This is an optimization exercise on Yosys and OpenROAD, whose aim is small area, a short achievable clock period and few clock cycles, not a production implementation. Where RTL was checked, it was by simulation tests only, not by an equivalence proof against the original. Power is estimated from default activity; no workload was simulated.

== job 104 ==
==> flow/design.v <==
`timescale 1ns/1ps
`default_nettype none
module dcache_port (
    input  logic        clk,
    input  logic        rstn,
    input  logic        req_valid,
    input  logic [63:0] req_address,
    input  logic [63:0] req_value,
    input  logic [1:0]  req_op,
    input  logic [1:0]  req_size,
    input  logic        req_unsigned,
    input  logic [3:0]  req_amo,
    output logic        req_ready,
    output logic        resp_valid,
    output logic [63:0] resp_value,
    output logic        ex_valid,
    output logic        ex_cause,
    output logic [63:0] ex_tval,
    output logic        ar_valid,
    output logic [63:0] ar_addr,
    input  logic        ar_ready,
    input  logic        r_valid,
    input  logic [63:0] r_data,
    output logic        aw_valid,
    output logic [63:0] aw_addr,
    input  logic        aw_ready,
    output logic        w_valid,
    output logic [63:0] w_data,
    output logic [7:0]  w_strb,
    input  logic        w_ready,
    input  logic        b_valid
);
    logic busy_q;    
    logic ex_q;      
    logic arp_q;     
    logic rw_q;      
    logic awp_q;     
    logic wp_q;      
    logic bw_q;      
    logic calc_q;    
    logic mm_q;      
    logic        ld_q;
    logic [63:0] addr_q;
    logic [63:0] val_q;     
    logic [63:0] old_q;     
    logic [7:0]  o1_q;                   
    logic        f1_q, f2_q, f4_q;       
    logic        sx_q;                   
    logic        sub_q, add_q, kp_q, kg_q, kv_q, sgn_q, max_q;   
    logic        cause_q;
    logic is_load, is_store, misal;
    assign is_load  = req_op == 2'd0;
    assign is_store = req_op == 2'd1;
    always_comb begin
        unique case (req_size)
            2'd0: misal = 1'b0;
            2'd1: misal = req_address[0];
            2'd2: misal = |req_address[1:0];
            default: misal = |req_address[2:0];
        endcase
    end
    logic rdone, done, acc, acc_rd, acc_st, amo_rd;
    assign rdone      = rw_q & r_valid;
    assign amo_rd     = rdone & ~ld_q;
    assign resp_valid = (rdone & ld_q) | (bw_q & b_valid);
    assign done       = resp_valid | ex_q;
    assign req_ready  = ~busy_q | done;
    assign acc        = req_valid & req_ready;
    assign acc_rd     = acc & ~misal & ~is_store;
    assign acc_st     = acc & ~misal & is_store;
    assign ex_valid = ex_q;
    assign ex_cause = cause_q;
    assign ex_tval  = addr_q;
    logic [63:0] addr_out;
    assign addr_out = (arp_q | awp_q) ? addr_q : req_address;
    assign ar_valid = arp_q | acc_rd;
    assign ar_addr  = addr_out;
    assign aw_valid = awp_q | acc_st;
    assign aw_addr  = addr_out;
    logic [7:0]  lb [8];
    logic [7:0]  sg, o1;
    logic        f1, f2, f4;
    logic [7:0]  b0, b1, b2, b3;
    logic        ext;
    logic [63:0] aligned;
    always_comb begin
        for (int k = 0; k < 8; k++) lb[k] = r_data[8*k +: 8];
        o1 = o1_q & {8{rw_q}};
        f1 = f1_q & rw_q;
        f2 = f2_q & rw_q;
        f4 = f4_q & rw_q;
        for (int k = 0; k < 8; k++) begin
            sg[k] = o1[k] & ~f1_q;
            if (k % 2 == 1) sg[k] = sg[k] | (o1[k-1] & f1_q & ~f2_q);
            if (k % 4 == 3) sg[k] = sg[k] | (o1[k-3] & f2_q & ~f4_q);
            sg[k] = sg[k] & sx_q;
        end
        b0 = '0; b1 = '0; b2 = '0; b3 = '0; ext = 1'b0;
        for (int k = 0; k < 8; k++) begin
            b0  |= lb[k] & {8{o1[k]}};
            ext |= lb[k][7] & sg[k];
        end
        for (int k = 0; k < 4; k++) b1 |= lb[2*k+1] & {8{o1[2*k]}};
        for (int k = 0; k < 2; k++) begin
            b2 |= lb[4*k+2] & {8{o1[4*k]}};
            b3 |= lb[4*k+3] & {8{o1[4*k]}};
        end
        aligned[7:0]   = b0;
        aligned[15:8]  = (b1 & {8{f1}}) | {8{ext & ~f1_q}};
        aligned[31:16] = ({b3, b2} & {16{f2}}) | {16{ext & ~f2_q}};
        aligned[63:32] = (r_data[63:32] & {32{f4}}) | {32{ext & ~f4_q}};
    end
    assign resp_value = aligned | (old_q & {64{~rw_q}});
    logic [63:0] wsrc;
    logic [1:0]  wsize;
    logic [2:0]  woff;
    logic [7:0]  strb_base;
    assign wsrc  = ~wp_q ? req_value : mm_q ? old_q : val_q;
    assign wsize = wp_q ? {f2_q, (f1_q & ~f2_q) | f4_q} : req_size;
    assign woff  = wp_q ? addr_q[2:0] : req_address[2:0];
    always_comb begin
        unique case (wsize)
            2'd0: begin w_data = {8{wsrc[7:0]}};  strb_base = 8'h01; end
            2'd1: begin w_data = {4{wsrc[15:0]}}; strb_base = 8'h03; end
            2'd2: begin w_data = {2{wsrc[31:0]}}; strb_base = 8'h0f; end
            default: begin w_data = wsrc;         strb_base = 8'hff; end
        endcase
    end
    assign w_strb  = strb_base << woff;
    assign w_valid = wp_q | acc_st;
    logic        sub, word, lt_u, lt, take_old, is_add, c32, c64;
    logic [63:0] pg_p, pg_g, cy, lres, alu;
    assign sub  = sub_q;
    assign word = f2_q & ~f4_q;
    assign pg_p = old_q ^ val_q;
    assign pg_g = old_q & val_q;
    always_comb begin
        logic [63:0] gg, pp;
        gg = pg_g;
        pp = pg_p;
        gg[0] = pg_g[0] | (pg_p[0] & sub);
        for (int l = 0; l < 6; l++)
            for (int j = 0; j < 64; j++)
                if (j[l]) begin
                    gg[j] = gg[j] | (pp[j] & gg[((j >> l) << l) - 1]);
                    pp[j] = pp[j] & pp[((j >> l) << l) - 1];
                end
        cy  = {gg[62:0], sub};
        c64 = gg[63];
    end
    assign c32  = cy[32];
    assign lt_u = word ? ~c32 : ~c64;
    always_comb begin
        logic so, sv;
        so = word ? old_q[31] : old_q[63];
        sv = word ? ~val_q[31] : ~val_q[63];
        lt = (sgn_q & (so ^ sv)) ? so : lt_u;
    end
    assign take_old = lt ^ max_q;
    assign is_add   = add_q;
    always_comb begin
        lres = (pg_p & {64{kp_q}}) | (pg_g & {64{kg_q}}) | (val_q & {64{kv_q}})
             | (~val_q & {64{sub_q}});
    end
    assign alu = is_add ? pg_p ^ cy : lres;
    logic acc_inv, d_add, d_kp, d_kg, d_sgn, d_max;
    assign acc_inv = req_op == 2'd2
                   & (req_amo[3] | (req_amo[2] & req_amo[0]) | (req_amo[2] & req_amo[1]));
    assign d_add   = req_amo == 4'd1;
    assign d_kp    = req_amo == 4'd2 || req_amo == 4'd4;
    assign d_kg    = req_amo == 4'd3 || req_amo == 4'd4;
    assign d_sgn   = req_amo == 4'd5 || req_amo == 4'd6;
    assign d_max   = req_amo == 4'd6 || req_amo == 4'd8;
    always_ff @(posedge clk or negedge rstn) begin
        if (!rstn) begin
            busy_q <= 1'b0;
            ex_q   <= 1'b0;
            arp_q  <= 1'b0;
            rw_q   <= 1'b0;
            awp_q  <= 1'b0;
            wp_q   <= 1'b0;
            bw_q   <= 1'b0;
            calc_q <= 1'b0;
            mm_q   <= 1'b0;
        end else begin
            busy_q <= acc | (busy_q & ~done);
            ex_q   <= acc & misal;
            arp_q  <= ar_valid & ~ar_ready;
            rw_q   <= acc_rd | (rw_q & ~r_valid);
            awp_q  <= (aw_valid & ~aw_ready) | amo_rd;
            wp_q   <= (w_valid & ~w_ready) | calc_q;
            bw_q   <= acc_st | amo_rd | (bw_q & ~b_valid);
            calc_q <= amo_rd;
            if (acc) mm_q <= 1'b0;
            else if (calc_q) mm_q <= sub & take_old;
        end
    end
    always_ff @(posedge clk) begin
        if (acc) begin
            ld_q    <= is_load;
            addr_q  <= req_address;
            o1_q    <= 8'd1 << req_address[2:0];
            f1_q    <= req_size != 2'd0;
            f2_q    <= req_size[1];
            f4_q    <= req_size == 2'd3;
            sx_q    <= ~(req_unsigned & is_load);
            sub_q   <= acc_inv;
            add_q   <= d_add;
            kp_q    <= d_kp;
            kg_q    <= d_kg;
            kv_q    <= ~(acc_inv | d_add | d_kp | d_kg);
            sgn_q   <= d_sgn;
            max_q   <= d_max;
            cause_q <= ~is_load;
        end
        if (acc) val_q <= req_value;
        else if (calc_q || (amo_rd && sub)) val_q <= alu;
        if (amo_rd) old_q <= aligned;
    end
endmodule
`default_nettype wire
clock: 6.5 ns
lec_check: 0
cap_margin: 20
core_margin: 2
core_utilization: 40
cts_buf_list: sky130_fd_sc_hd__clkbuf_8
setup_slack_margin: 2.5
slew_margin: 20
tns_end_percent: 0
standard.sh (not shown) runs the stock make flow with config.mk's settings and CLKGATE_MAP_FILE= SYNTH_SCRIPT=/design/flow/synth_recipe.tcl, a recipe that flattens the netlist after the stock synthesis.
==> flow/flow/run.sh <==
#!/bin/bash
set -euo pipefail
bash standard.sh BUFFER_PORTS_ARGS="-buffer_cell sky130_fd_sc_hd__buf_1" finish > make_finish.log 2>&1
Job 104 finished every step from synthesis to the final layout, and the layout passed the timing, DRC and antenna checks.
Testbench counts of job 104, summed over its fixed seeds: cycles 15,767.
Relative to job 104, the following input files were edited for job 103:
-- flow/design.v --
<<< job 104, line 31
    input  logic        b_valid
);
    logic busy_q;    
    logic ex_q;      
    logic arp_q;     
>>> job 103, line 31
    input  logic        b_valid
);
    logic nrdy_q;    
    logic ldw_q;     
    logic ex_q;      
    logic arp_q;     
<<< job 104, line 47
    logic        f1_q, f2_q, f4_q;       
    logic        sx_q;                   
    logic        sub_q, add_q, kp_q, kg_q, kv_q, sgn_q, max_q;   
    logic        cause_q;
    logic is_load, is_store, misal;
    assign is_load  = req_op == 2'd0;
>>> job 103, line 48
    logic        f1_q, f2_q, f4_q;       
    logic        sx_q;                   
    logic        sub_q, add_q, kp_q, kg_q, sgn_q, max_q;   
    logic is_load, is_store, misal;
    assign is_load  = req_op == 2'd0;
<<< job 104, line 60
        endcase
    end
    logic rdone, done, acc, acc_rd, acc_st, amo_rd;
    assign rdone      = rw_q & r_valid;
    assign amo_rd     = rdone & ~ld_q;
    assign resp_valid = (rdone & ld_q) | (bw_q & b_valid);
    assign done       = resp_valid | ex_q;
    assign req_ready  = ~busy_q | done;
    assign acc        = req_valid & req_ready;
    assign acc_rd     = acc & ~misal & ~is_store;
    assign acc_st     = acc & ~misal & is_store;
    assign ex_valid = ex_q;
    assign ex_cause = cause_q;
    assign ex_tval  = addr_q;
    logic [63:0] addr_out;
>>> job 103, line 60
        endcase
    end
    logic rdone, acc, acc_rd, acc_st, amo_rd;
    assign rdone      = rw_q & r_valid;
    assign amo_rd     = rdone & ~ld_q;
    assign resp_valid = (ldw_q & r_valid) | (bw_q & b_valid);
    assign req_ready  = ~nrdy_q | resp_valid;
    assign acc        = req_valid & req_ready;
    assign acc_rd     = acc & ~misal & ~is_store;
    assign acc_st     = acc & ~misal & is_store;
    assign ex_valid = ex_q;
    assign ex_cause = ~ld_q;
    assign ex_tval  = addr_q;
    logic [63:0] addr_out;
<<< job 104, line 160
    assign is_add   = add_q;
    always_comb begin
        lres = (pg_p & {64{kp_q}}) | (pg_g & {64{kg_q}}) | (val_q & {64{kv_q}})
             | (~val_q & {64{sub_q}});
    end
>>> job 103, line 159
    assign is_add   = add_q;
    always_comb begin
        lres = (pg_p & {64{kp_q}}) | (pg_g & {64{kg_q}}) | (val_q & {64{~(sub_q | add_q | kp_q | kg_q)}})
             | (~val_q & {64{sub_q}});
    end
<<< job 104, line 174
    always_ff @(posedge clk or negedge rstn) begin
        if (!rstn) begin
            busy_q <= 1'b0;
            ex_q   <= 1'b0;
            arp_q  <= 1'b0;
>>> job 103, line 173
    always_ff @(posedge clk or negedge rstn) begin
        if (!rstn) begin
            nrdy_q <= 1'b0;
            ldw_q  <= 1'b0;
            ex_q   <= 1'b0;
            arp_q  <= 1'b0;
<<< job 104, line 184
            mm_q   <= 1'b0;
        end else begin
            busy_q <= acc | (busy_q & ~done);
            ex_q   <= acc & misal;
            arp_q  <= ar_valid & ~ar_ready;
>>> job 103, line 184
            mm_q   <= 1'b0;
        end else begin
            nrdy_q <= acc ? ~misal : nrdy_q & ~resp_valid;
            ldw_q  <= acc ? ~misal & is_load : ldw_q & ~r_valid;
            ex_q   <= acc & misal;
            arp_q  <= ar_valid & ~ar_ready;
<<< job 104, line 209
            kp_q    <= d_kp;
            kg_q    <= d_kg;
            kv_q    <= ~(acc_inv | d_add | d_kp | d_kg);
            sgn_q   <= d_sgn;
            max_q   <= d_max;
            cause_q <= ~is_load;
        end
        if (acc) val_q <= req_value;
        else if (calc_q || (amo_rd && sub)) val_q <= alu;
        if (amo_rd) old_q <= aligned;
    end
>>> job 103, line 210
            kp_q    <= d_kp;
            kg_q    <= d_kg;
            sgn_q   <= d_sgn;
            max_q   <= d_max;
        end
        if (acc) val_q <= req_value ^ {64{acc_inv}};
        else if (calc_q) val_q <= alu;
        if (amo_rd) old_q <= aligned;
    end
Between job 104 and job 103, met1 routing resource usage after global routing is higher for job 104, job 103 comes in under that. Combined area of the multi-input logic cells, job 104 and job 103: higher on job 103. Final routed wire length divided by cell count: job 104 and job 103 compared, lower one is job 104. Job 104 leaves more setup margin than job 103. Summary — post-synthesis xor/xnor area fraction, job 103 relative to job 104: higher, by 3.4 points. Taking job 104 as the reference, in job 103 fraction of power consumed by sequential logic went up by 11 points, wire length on met1 went up by 0.71%. Compared with job 104, job 103 shows a fraction of area in registers that is 1.2 points lower. Synthesized area delta for job 103 relative to job 104: about 3.3% higher. In job 103, global routing usage on met3 is lower than in job 104. Normalized max-slew margin delta for job 103 relative to job 104: 4.1 points higher. Clock tree buffer count of the final layout ends up higher on job 103. Job 104 -> job 103: global-route wire length before repair increased by a few percent.
The RTL of job 103 was laid out without a check of its function.

[port drivers added, routing unchanged]
In the flow no input, the clock included, has a driving cell. The finished layouts below were timed again as built, in two steps.
Step 1, drivers: a clkbuf_16 drives clk and a buf_2 each remaining input, both assumed.
Step 2 moves the port delays by t, midway between the first and last clock arrival at a register: inputs arrive t later, outputs are due t later. That takes back most of the time a late clock gives input paths.
a / b / c = no drivers / after step 1 / after step 2; a / b = the first two.
run | t (ns) | setup WS [ns] | worst setup path at the end | slew at the worst register clock pin (ns) | worst data-port slew with drivers (ns)
job 104 | 0.641 | 2.240 / 2.173 / 2.173 | input to output | 0.07 / 0.07 | 0.27
job 103 | 0.655 | 2.223 / 2.053 / 1.694 | input to register | 0.08 / 0.08 | 0.20
After both steps every run listed still meets setup and hold. The setup slack of job 103, which loses most, moves by -0.170 ns with the drivers and by -0.529 ns with both steps.
